This design comes from an exercise in tuning for small area on the open sky130 flow, not from production work.
In this exercise RTL edits were held to simulation tests only and were not proved equivalent to the original.
No activity file was given, so power comes from the tool's default toggle rates.

Design register_file, start of the top module:
module register_file #(
    parameter int WIDTH = 32,
    parameter int ADDR  = 5
) (
    input  logic             clk,
    input  logic             reset,
    input  logic             RegWr,
    input  logic [ADDR-1:0]  Rw,
    input  logic [ADDR-1:0]  Ra,
    input  logic [ADDR-1:0]  Rb,
    input  logic [WIDTH-1:0] busW,
    output logic [WIDTH-1:0] busA,
    output logic [WIDTH-1:0] busB
);
export LEC_CHECK = 0
export CAP_MARGIN = 20
export CORE_MARGIN = 2
export CORE_UTILIZATION = 45
export PLACE_DENSITY = 0.55
export SLEW_MARGIN = 20
export SYNTH_HIERARCHICAL = 1
create_clock -name core_clock -period 6.0 [get_ports {clk}]
standard.sh (not shown) runs the stock make flow with config.mk's settings and CLKGATE_MAP_FILE= SYNTH_SCRIPT=/design/flow/synth_recipe.tcl, a recipe that flattens the netlist after the stock synthesis.
==> flow/flow/run.sh <==
#!/bin/bash
# The standard layout (standard.sh, which runs ORFS and writes out/final.def)
# with these changes: the port buffers are the smallest buffer; clock tree
# synthesis uses clkbuf_8 for clusters of at most 12 flip-flops within 60 um
# and inserts no dummy loads; after global routing the resizer downsizes gates
# on paths with positive slack. ORFS writes each step's log under orfs/logs/.
set -uo pipefail
export BUFFER_PORTS_ARGS="-buffer_cell sky130_fd_sc_hd__buf_1"
export CTS_ARGS="-sink_clustering_enable -repair_clock_nets -dont_use_dummy_load -buf_list sky130_fd_sc_hd__clkbuf_8 -sink_clustering_size 12 -sink_clustering_max_diameter 60"
export RECOVER_POWER=100
bash standard.sh finish > standard_make.log 2>&1
The starting point finished but failed the layout checks on capacitance limit, slew limit.
Next try:
==> flow/run.sh (new file) <==
#!/bin/bash
# synth_recipe.tcl (not shown) runs the flow's synth.tcl, then flattens the netlist and writes it again
# the make line also repeats each setting of config.mk as NAME=value (left out here)
make -C /OpenROAD-flow-scripts/flow DESIGN_CONFIG=/design/flow/config.mk WORK_HOME=/design/flow/orfs CLKGATE_MAP_FILE= SYNTH_SCRIPT=/design/flow/synth_recipe.tcl finish
--- a/flow/config.mk
+++ b/flow/config.mk
@@ -9,4 +9,3 @@
 export CORE_MARGIN = 2
-export CORE_UTILIZATION = 45
-export PLACE_DENSITY = 0.55
+export CORE_UTILIZATION = 55
 export SLEW_MARGIN = 20
removed: flow/flow/run.sh
removed: flow/standard.sh
After rerunning: With this change the flow completed and failed the layout checks on setup timing. Critical path depth does not change. Core utilization grows by 16 points. Area after synthesis stays the same. Global-route usage grows by 4.5 points.
Next try:
==> flow/flow/run.sh (new file) <==
#!/bin/bash
# The standard layout (standard.sh, which runs ORFS and writes out/final.def)
# with two changes: the port buffers are the smallest buffer, and clock tree
# synthesis uses clkbuf_4 for clusters of at most 8 flip-flops within 50 um
# and inserts no dummy loads. ORFS writes each step's log under orfs/logs/;
# make's own output goes to standard_make.log.
set -uo pipefail
export BUFFER_PORTS_ARGS="-buffer_cell sky130_fd_sc_hd__buf_1"
export CTS_ARGS="-sink_clustering_enable -repair_clock_nets -dont_use_dummy_load -buf_list sky130_fd_sc_hd__clkbuf_4 -sink_clustering_size 8 -sink_clustering_max_diameter 50"
bash standard.sh finish > standard_make.log 2>&1
==> flow/standard.sh (new file) <==
#!/bin/bash
# synth_recipe.tcl (not shown) runs the flow's synth.tcl, then flattens the netlist and writes it again
# the make line also repeats each setting of config.mk as NAME=value (left out here)
make -C /OpenROAD-flow-scripts/flow DESIGN_CONFIG=/design/flow/config.mk WORK_HOME=/design/flow/orfs CLKGATE_MAP_FILE= SYNTH_SCRIPT=/design/flow/synth_recipe.tcl "${@:-finish}"
--- a/flow/config.mk
+++ b/flow/config.mk
@@ -7,6 +7,6 @@
 export LEC_CHECK = 0
-export CAP_MARGIN = 20
+export CAP_MARGIN = 10
 export CORE_MARGIN = 2
 export CORE_UTILIZATION = 55
-export SLEW_MARGIN = 20
+export SLEW_MARGIN = 10
 export SYNTH_HIERARCHICAL = 1
removed: flow/run.sh
With this change the flow passed the timing, DRC and antenna checks.
Final area shrinks by 7.7%.
Clock power went down by 48%.
Routed wire length increases by 2.4%.
Die area is unchanged.
Setup slack is better by 0.53 ns.
Clock-buffer cell count is unchanged.

[port drivers added, routing unchanged]
Ports are ideal in the flow. The routed layouts listed here were re-timed in OpenROAD.
Step 1 (the two cells are an assumption about what drives the block):
set clk [get_ports {clk}]
set_driving_cell -lib_cell sky130_fd_sc_hd__clkbuf_16 $clk
set_driving_cell -lib_cell sky130_fd_sc_hd__buf_2 [delete_from_list [all_inputs] $clk]
Step 2 times the ports against the registers' clock, not the clock port: input delays grow and output delays shrink by t, the midpoint of the rising clock arrivals with the driver on.
Slacks: no drivers / after step 1 / after step 2; pairs: no drivers / after step 1.
run | shift t [ns] | setup slack, ns | latest minus earliest clock arrival (ns) | slew at the worst register clock pin (ns) | cell pins on the clock port's net
the first run | 0.815 | 0.339 / 0.313 / 0.053 | 0.055 / 0.055 | 0.09 / 0.09 | 1
the second run | 0.741 | -0.088 / -0.109 / -0.109 | 0.032 / 0.032 | 0.07 / 0.07 | 1
the third run | 1.101 | 0.445 / 0.410 / 0.410 | 0.093 / 0.093 | 0.11 / 0.11 | 1
The setup slack of the first run, which loses most, moves by -0.026 ns with the drivers and by -0.286 ns with both steps.
